Context: an optimization exercise on an open-source flow, tuned for small area, a short achievable clock period and few clock cycles per item. The choices shown serve that exercise and are no tape-out recipe.
Function was checked by simulation only, so behaviour that the tests miss may differ from the original.
Power is estimated from default activity; no workload was simulated.

==> design/flow/design.v <==
package cprt_pkg;
  localparam int TABLE_DEPTH = 64;
  localparam int IDX_BITS    = $clog2(TABLE_DEPTH);
  localparam int ID_BITS     = 16;
  localparam int COUNT_BITS  = 8;
  localparam logic [IDX_BITS-1:0]   IDX_LAST  = IDX_BITS'(TABLE_DEPTH - 1);
  localparam logic [COUNT_BITS-1:0] COUNT_MAX = {COUNT_BITS{1'b1}};
  localparam logic [COUNT_BITS-1:0] COUNT_ONE = COUNT_BITS'(1);
  localparam logic [1:0] EV_NONE  = 2'd0;
  localparam logic [1:0] EV_BEGAN = 2'd1;
  localparam logic [1:0] EV_ENDED = 2'd2;
  localparam logic [1:0] EV_FULL  = 2'd3;
  typedef struct packed {
    logic [ID_BITS-1:0]    low_id;
    logic [ID_BITS-1:0]    high_id;
    logic [COUNT_BITS-1:0] count;
  } entry_t;
  typedef struct packed {
    logic load;      
  } cprt_cmd_t;
  typedef struct packed {
    logic unused;
  } cprt_sts_t;
endpackage
module cprt_ctrl
(
  input  logic      clk,
  input  logic      rst_n,
  input  logic      start,
  input  cprt_pkg::cprt_sts_t sts,
  output cprt_pkg::cprt_cmd_t cmd,
  output logic      busy
);
  assign cmd.load = start & rst_n;
  assign busy     = 1'b0;
endmodule
module cprt_dp
(
  input  logic                  clk,
  input  logic                  rst_n,
  input  cprt_pkg::cprt_cmd_t             cmd,
  output cprt_pkg::cprt_sts_t             sts,
  input  logic                  in_is_end,
  input  logic [cprt_pkg::ID_BITS-1:0]    in_body_a,
  input  logic [cprt_pkg::ID_BITS-1:0]    in_body_b,
  output logic                  out_strobe,
  output logic [1:0]            out_event_res,
  output logic [cprt_pkg::ID_BITS-1:0]    out_pair_low,
  output logic [cprt_pkg::ID_BITS-1:0]    out_pair_high,
  output logic [cprt_pkg::COUNT_BITS-1:0] out_live_count
);
  localparam int N  = cprt_pkg::TABLE_DEPTH;
  localparam int IB = cprt_pkg::ID_BITS;
  localparam int CB = cprt_pkg::COUNT_BITS;
  logic [IB-1:0] lo_m  [0:N-1];
  logic [IB-1:0] hi_m  [0:N-1];
  logic [CB-1:0] cnt_m [0:N-1];
  logic [N-1:0]  valid_r;
  logic          v2_r;
  logic          e2_r;
  logic [IB-1:0] lo2_r;
  logic [IB-1:0] hi2_r;
  logic          v3_r;
  logic          e3_r;
  logic [IB-1:0] lo3_r;
  logic [IB-1:0] hi3_r;
  logic [N-1:0]  m_r;
  logic          strobe_r;
  logic [1:0]    ev_r;
  logic [CB-1:0] live_r;
  logic [IB-1:0] out_lo_r;
  logic [IB-1:0] out_hi_r;
  logic [N-1:0]  hv;
  logic          same;
  logic [N-1:0]  first_free;
  logic          any_hit;
  logic          any_free;
  logic [CB-1:0] hit_cnt;
  logic [CB-1:0] new_cnt;
  logic          alloc;
  logic          freed;
  logic [N-1:0]  res_vec;
  logic [1:0]    ev_nxt;
  logic [CB-1:0] live_nxt;
  assign sts.unused = 1'b0;
  always_ff @(posedge clk) begin
    v2_r  <= cmd.load;
    e2_r  <= in_is_end;
    lo2_r <= (in_body_a < in_body_b) ? in_body_a : in_body_b;
    hi2_r <= (in_body_a < in_body_b) ? in_body_b : in_body_a;
  end
  always_comb begin
    for (int i = 0; i < N; i++) begin
      hv[i] = valid_r[i] && (lo_m[i] == lo2_r) && (hi_m[i] == hi2_r);
    end
  end
  assign same = v3_r && (lo2_r == lo3_r) && (hi2_r == hi3_r);
  always_ff @(posedge clk) begin
    v3_r  <= v2_r && rst_n;
    e3_r  <= e2_r;
    lo3_r <= lo2_r;
    hi3_r <= hi2_r;
    m_r   <= !v2_r ? '0 : same ? res_vec : hv;
  end
  assign any_hit = |m_r;
  always_comb begin
    logic seen;
    seen = 1'b0;
    for (int i = 0; i < N; i++) begin
      first_free[i] = !valid_r[i] && !seen;
      seen          = seen || !valid_r[i];
    end
    any_free = seen;
  end
  always_comb begin
    hit_cnt = '0;
    for (int i = 0; i < N; i++) begin
      hit_cnt = hit_cnt | ({CB{m_r[i]}} & cnt_m[i]);
    end
  end
  assign new_cnt = !e3_r ? ((hit_cnt == cprt_pkg::COUNT_MAX) ? hit_cnt : hit_cnt + cprt_pkg::COUNT_ONE)
                         : hit_cnt - cprt_pkg::COUNT_ONE;
  assign alloc = v3_r && !e3_r && !any_hit && any_free;
  assign freed = v3_r && e3_r && any_hit && (hit_cnt <= cprt_pkg::COUNT_ONE);
  assign res_vec = (m_r & {N{!freed}}) | (first_free & {N{alloc}});
  always_ff @(posedge clk) begin
    for (int i = 0; i < N; i++) begin
      if (first_free[i]) begin
        lo_m[i] <= lo3_r;
        hi_m[i] <= hi3_r;
      end
      if (first_free[i] || m_r[i]) begin
        cnt_m[i] <= new_cnt;
      end
    end
  end
  always_ff @(posedge clk) begin
    if (!rst_n) begin
      valid_r <= '0;
    end else begin
      valid_r <= (valid_r & ~(m_r & {N{freed}})) | (first_free & {N{alloc}});
    end
  end
  always_comb begin
    ev_nxt   = cprt_pkg::EV_NONE;
    live_nxt = new_cnt;
    if (!e3_r) begin
      if (!any_hit) begin
        if (any_free) begin
          ev_nxt = cprt_pkg::EV_BEGAN;
        end else begin
          ev_nxt   = cprt_pkg::EV_FULL;
          live_nxt = '0;
        end
      end
    end else begin
      if (!any_hit) begin
        live_nxt = '0;
      end else if (hit_cnt <= cprt_pkg::COUNT_ONE) begin
        ev_nxt = cprt_pkg::EV_ENDED;
      end
    end
  end
  always_ff @(posedge clk) begin
    if (!rst_n) begin
      strobe_r <= 1'b0;
    end else begin
      strobe_r <= v3_r;
    end
    ev_r     <= ev_nxt;
    live_r   <= live_nxt;
    out_lo_r <= lo3_r;
    out_hi_r <= hi3_r;
  end
  assign out_strobe     = strobe_r;
  assign out_event_res  = ev_r;
  assign out_pair_low   = out_lo_r;
  assign out_pair_high  = out_hi_r;
  assign out_live_count = live_r;
endmodule
module contact_pair_refcount_table
(
  input  logic                  clk,
  input  logic                  rst_n,
  input  logic                  start,
  output logic                  busy,
  input  logic                  in_is_end,
  input  logic [cprt_pkg::ID_BITS-1:0]    in_body_a,
  input  logic [cprt_pkg::ID_BITS-1:0]    in_body_b,
  output logic                  out_strobe,
  output logic [1:0]            out_event_res,
  output logic [cprt_pkg::ID_BITS-1:0]    out_pair_low,
  output logic [cprt_pkg::ID_BITS-1:0]    out_pair_high,
  output logic [cprt_pkg::COUNT_BITS-1:0] out_live_count
);
  cprt_pkg::cprt_cmd_t cmd;
  cprt_pkg::cprt_sts_t sts;
  cprt_ctrl u_ctrl (
    .clk   (clk),
    .rst_n (rst_n),
    .start (start),
    .sts   (sts),
    .cmd   (cmd),
    .busy  (busy)
  );
  cprt_dp u_dp (
    .clk            (clk),
    .rst_n          (rst_n),
    .cmd            (cmd),
    .sts            (sts),
    .in_is_end      (in_is_end),
    .in_body_a      (in_body_a),
    .in_body_b      (in_body_b),
    .out_strobe     (out_strobe),
    .out_event_res  (out_event_res),
    .out_pair_low   (out_pair_low),
    .out_pair_high  (out_pair_high),
    .out_live_count (out_live_count)
  );
endmodule
==> design/flow/run.sh <==
#!/bin/bash
# synth_recipe.tcl (not shown) runs the flow's synth.tcl, then flattens the netlist and writes it again
# the make line also repeats each setting of config.mk as NAME=value (left out here)
make -C /OpenROAD-flow-scripts/flow DESIGN_CONFIG=/design/flow/config.mk WORK_HOME=/design/flow/orfs CLKGATE_MAP_FILE= SYNTH_SCRIPT=/design/flow/synth_recipe.tcl finish
==> design/flow/config.mk <==
export PLATFORM = sky130hd
export DESIGN_NAME = contact_pair_refcount_table
export DESIGN_NICKNAME = contact_pair_refcount_table
export VERILOG_FILES = /design/flow/design.v
export SDC_FILE = /design/flow/constraint.sdc
export NUM_CORES = 4
export LEC_CHECK = 0
export CAP_MARGIN = 20
export CORE_MARGIN = 2
export CORE_UTILIZATION = 40
export SLEW_MARGIN = 20
==> design/flow/constraint.sdc <==
create_clock -name core_clock -period 5.0 [get_ports {clk}]
set_input_delay 1.0000 -clock core_clock [delete_from_list [all_inputs] [get_ports {clk}]]
set_output_delay 1.0000 -clock core_clock [all_outputs]
set_load 0.01 [all_outputs]
==> tab_implementation.tex <==
\begin{tabular}{lr}
\hline
Metric & Value \\
\hline
\multicolumn{2}{l}{\textbf{STA}} \\
Slew @ Worst Pin & 1.276 ns \\
Final setup vio count & 0 \\
Final max-slew violation count & 0 \\
Final Hold Viols & 0 \\
Tightest slew margin relative to the limit & 0.1485 \\
Setup repair after global routing missed its margin & false \\
Final setup TNS & 0 ns \\
Setup clock skew after layout & 0.04616 ns \\
Max Clk Rate & 0.2153 GHz \\
Period utilisation layout & 0.9288 \\
Minimum clock period & 4.644 ns \\
\multicolumn{2}{l}{\textbf{Yosys}} \\
Mapped Nets & 7177 \\
Fraction of registers with async set or reset after synthesis & 0 \\
Yosys top cell by area & edfxtp\_1 \\
Synthesis Warnings & 4 \\
Yosys cell types & 64 \\
Synthesized area per cell & 15.87 sq um \\
Sequential fraction of the synthesis area & 0.7223 \\
Share of Yosys cell area claimed by the top area cell type & 0.6799 \\
Post-synthesis cell count & 7123 \\
Cell area after technology mapping & 113100 sq um \\
Most common cell in the synthesized netlist & edfxtp\_1 \\
Top\_reg\_cell synth & edfxtp\_1 \\
Top cells by count, synth & 2560 x edfxtp\_1, 1714 x xnor2\_1, 481 x nand4\_1 \\
Post-synthesis register bit count & 2799 \\
Count of flip-flops with a built-in enable after synthesis & 2560 \\
Area contributors post-synth & edfxtp\_1 68\%, xnor2\_1 13\%, dfxtp\_1 4.2\% \\
\multicolumn{2}{l}{\textbf{Route}} \\
Vias per Instance & 5.995 \\
DRC marker count from the first detailed-route iteration & 10000 \\
Post-route DRC & 0 \\
Pre-Repair DR Iteration Count & 6 \\
Routed wire per std cell & 36.77 um \\
Total wirelength of the detailed-routed design & 426500 um \\
Via count & 69550 \\
Post-DRT Antenna Nets & 0 \\
\multicolumn{2}{l}{\textbf{Die}} \\
Vert. Die Dim & 535.7 um \\
Floorplan row count & 195 \\
Core region area & 281800 sq um \\
Width of the chip & 535.7 um \\
Number of top-level pins & 80 \\
Initial standard-cell utilization of the core & 0.4012 \\
Die Footprint & 286900 sq um \\
\multicolumn{2}{l}{\textbf{GRT}} \\
Largest net degree at the start of global routing & 68 \\
Number of global-route vias before repair & 66840 \\
Antenna violations before repair & 38 \\
First-pass GRT wire length & 573100 um \\
Remaining global-route overflow & 0 \\
Total GRT Usage & 0.2919 \\
\multicolumn{2}{l}{\textbf{Worst setup path}} \\
Sort of element at the end of the critical path & flop \\
Largest fanout on the critical path & 17 \\
Critical Path Max Stage Delay & 0.76 ns \\
Slowest library cell on the worst path & or4\_1 \\
Crit path required time & 5.64 ns \\
Element type at the critical path start & flop \\
Cells traversed along the worst timing path & a22o\_1 > a221oi\_1 > nand4\_1 > or4\_1 > nand4\_1 > nor2\_1 > o41ai\_2 > xor2\_4 > buf\_4 > buf\_4 \\
Signal arrival time at the worst endpoint & 5.29 ns \\
Worst Setup Path Type & flop to flop \\
R2R depth & 10 \\
\multicolumn{2}{l}{\textbf{Placement}} \\
Standard cell area after detailed placement & 121900 sq um \\
Dpl hpwl & 260800 um \\
PortBufs & 78 \\
Final RePlAce weighted congestion & 0.9944 \\
\multicolumn{2}{l}{\textbf{CTS}} \\
Clock tree from TritonCTS & built \\
Post-CTS Resized & 0 \\
Hold buffers post-CTS & 0 \\
Number of clock sinks seen by CTS & 2799 \\
CTS clk-pin slew, worst paths & 0.06 ns \\
Number of buffers on the longest clock path & 4 \\
CTS H-tree depth & 5 \\
Worst skew pair latency & 0.93 ns \\
Clock root cell & clkbuf\_16 \\
Number of buffers added by the clock tree synthesis step & 304 \\
Number of setup buffers added after CTS & 0 \\
\multicolumn{2}{l}{\textbf{Run}} \\
Max-cap violation count & 0 \\
\multicolumn{2}{l}{\textbf{Layout}} \\
Area growth syn-to-layout & 16.42\% \\
Fin area & 131600 sq um \\
Nets & 7648 \\
\# fillers & 23990 \\
Layout cell share with drive strength beyond 1 & 0.1389 \\
\multicolumn{2}{l}{\textbf{Pwr}} \\
Maximum VDD drop & 0.2765 mV \\
Power per cell area & 416.6 nW/um\^{}2 \\
Leakage power of the design & 40.50 nW \\
\multicolumn{2}{l}{\textbf{Hold path}} \\
Class of the worst hold path & flop to flop \\
Worst hold path stage count & 0 \\
\multicolumn{2}{l}{\textbf{Status}} \\
Outcome & timing/DRC/antenna clean \\
\hline
\end{tabular}
## final timing paths
kind / slack, ns / end / start
max: 0.36 / u_dp.cnt_m[22][3] / u_dp.m_r[26]
min: 0.33 / u_dp.e3_r / u_dp.e2_r
max reg2reg: 0.36 / u_dp.cnt_m[22][3] / u_dp.m_r[26]
min reg2reg: 0.33 / u_dp.e3_r / u_dp.e2_r
## layer usage
| metal | GRT usage | up-vias | wire length [um] |
|---|---|---|---|
| li1 | - | 27600 | - |
| met5 | 0 | - | 26 |
| met3 | 0.04422 | 881 | 40350 |
| met1 | 0.3962 | 36770 | 167500 |
| met4 | 0.1159 | 4 | 19500 |
| met2 | 0.4715 | 4299 | 199200 |
## through the flow
| stage | power (mW) | setup slack, ns | utilization | instances | hold slack (ns) |
|---|---|---|---|---|---|
| floorplan | 29.73 | -0.1621 | - | 7123 | 0.3096 |
| global placement | 32.94 | 0.5567 | 0.4324 | 11030 | 0.3187 |
| detailed placement | 33.01 | 0.4761 | 0.4325 | 11030 | 0.3197 |
| CTS | 54.90 | 0.4688 | 0.4670 | 11590 | 0.3371 |
| global route | 56.01 | 0.4285 | 0.4670 | 11590 | 0.3461 |
| finish | 54.83 | 0.3561 | 0.4671 | 11600 | 0.3318 |
## critical path, delay by kind of cell (launching register included)
family	cells	cell delay, ns
AO/OA/AOI/OAI	3	1.71
XOR/XNOR	1	0.15
buffers and inverters	2	0.42
flip-flops	1	0.68
AND/OR/NAND/NOR	4	1.38
## kinds of logic (layout without fill, tap and decap cells)
group / Yosys count / in the layout / share of synthesized area
buffers and inverters: 430 / 1153 / 0.01527
AOI/OAI and AO/OA: 575 / 575 / 0.03645
DFF: 2799 / 2799 / 0.7223
xor gates and xnor gates: 2080 / 2080 / 0.1611
and+or+nand+nor: 1198 / 1198 / 0.06071
other: 1 / 13 / 0.00003317
muxes: 22 / 22 / 0.002158
adders and majority gates: 18 / 18 / 0.001992
## registers in the layout, indices dropped and copies added, names as in the netlist
register / cells
u_dp.ev_r: 2
u_dp.strobe_r: 1
u_dp.out_hi_r: 16
u_dp.m_r: 64
u_dp.e2_r: 1
u_dp.lo2_r: 16
u_dp.v2_r: 1
u_dp.e3_r: 1
u_dp.hi3_r: 16
u_dp.out_lo_r: 16
u_dp.hi2_r: 16
u_dp.hi_m: 1024
u_dp.valid_r: 64
u_dp.lo_m: 1024
u_dp.v3_r: 1
u_dp.lo3_r: 16
u_dp.live_r: 8
u_dp.cnt_m: 512
## final cells by class
class                   count  area [sq um]  share of cell area
multi-input cells        3894         30330              0.2304
well taps                3743          4683             0.03558
inverters                  71         266.5            0.002025
flip-flops and latches   2799         81900              0.6223
clock inverters           133          1384             0.01051
clock buffers             425          8332             0.06330
repair buffers            524          4697             0.03569
diodes                     12         30.03           0.0002281
## power by group
group / total (mW) / internal [mW] / switching (mW)
clock: 22.2 / 12.7 / 9.49
combinational: 5.68 / 1.85 / 3.82
sequential: 27.0 / 26.1 / 0.862
total: 54.8 / 40.7 / 14.2
## layout by cell type (no fill, tap or decap), types with 10 or more instances in the layout
cell type / n
xnor2_1: 1712
a21oi_1: 11
bufinv_16: 19
clkdlybuf4s50_1: 77
nor2_1: 40
a31oi_1: 72
diode_2: 12
a221oi_1: 105
mux2_2: 19
or2_2: 56
nor2_4: 20
nand3_1: 81
clkinv_1: 51
nand4_1: 481
inv_6: 10
inv_1: 71
buf_4: 399
clkbuf_8: 10
clkbuf_1: 103
nor3_2: 12
nor3_1: 14
dfxtp_1: 174
nor4_1: 217
xor2_1: 365
ha_1: 18
o21ai_0: 148
nor4_2: 11
or4_1: 11
nand2_1: 179
clkbuf_16: 312
a22o_1: 105
clkinv_2: 30
buf_12: 46
edfxtp_1: 2560
a22oi_1: 47
a21boi_0: 45
dfxtp_4: 65
Testbench counts, summed over its fixed seeds: cycles 4,024, items 4,000.

[separate check: timing with driven ports]
How much do the figures lean on ideal ports? The routed layout below was timed once more, with nothing changed but the port constraints. Step 1: set_driving_cell puts a clkbuf_16 on clk and a buf_2 on each other input, an assumption about the parent block. Step 2 moves the port delays by t, midway between the first and last clock arrival at a register: inputs arrive t later, outputs are due t later. That takes back most of the time a late clock gives input paths. Three values: ideal ports, drivers, drivers and shift; two values: the first two.
t, ns: 1.000
slack for setup (ns): 0.356 / 0.356 / 0.356
worst hold slack (ns): 0.332 / 0.332 / 0.332
After both steps this run still meets setup and hold. For this run, drivers alone change the setup slack by 0.000 ns; drivers and shift together by 0.000 ns.
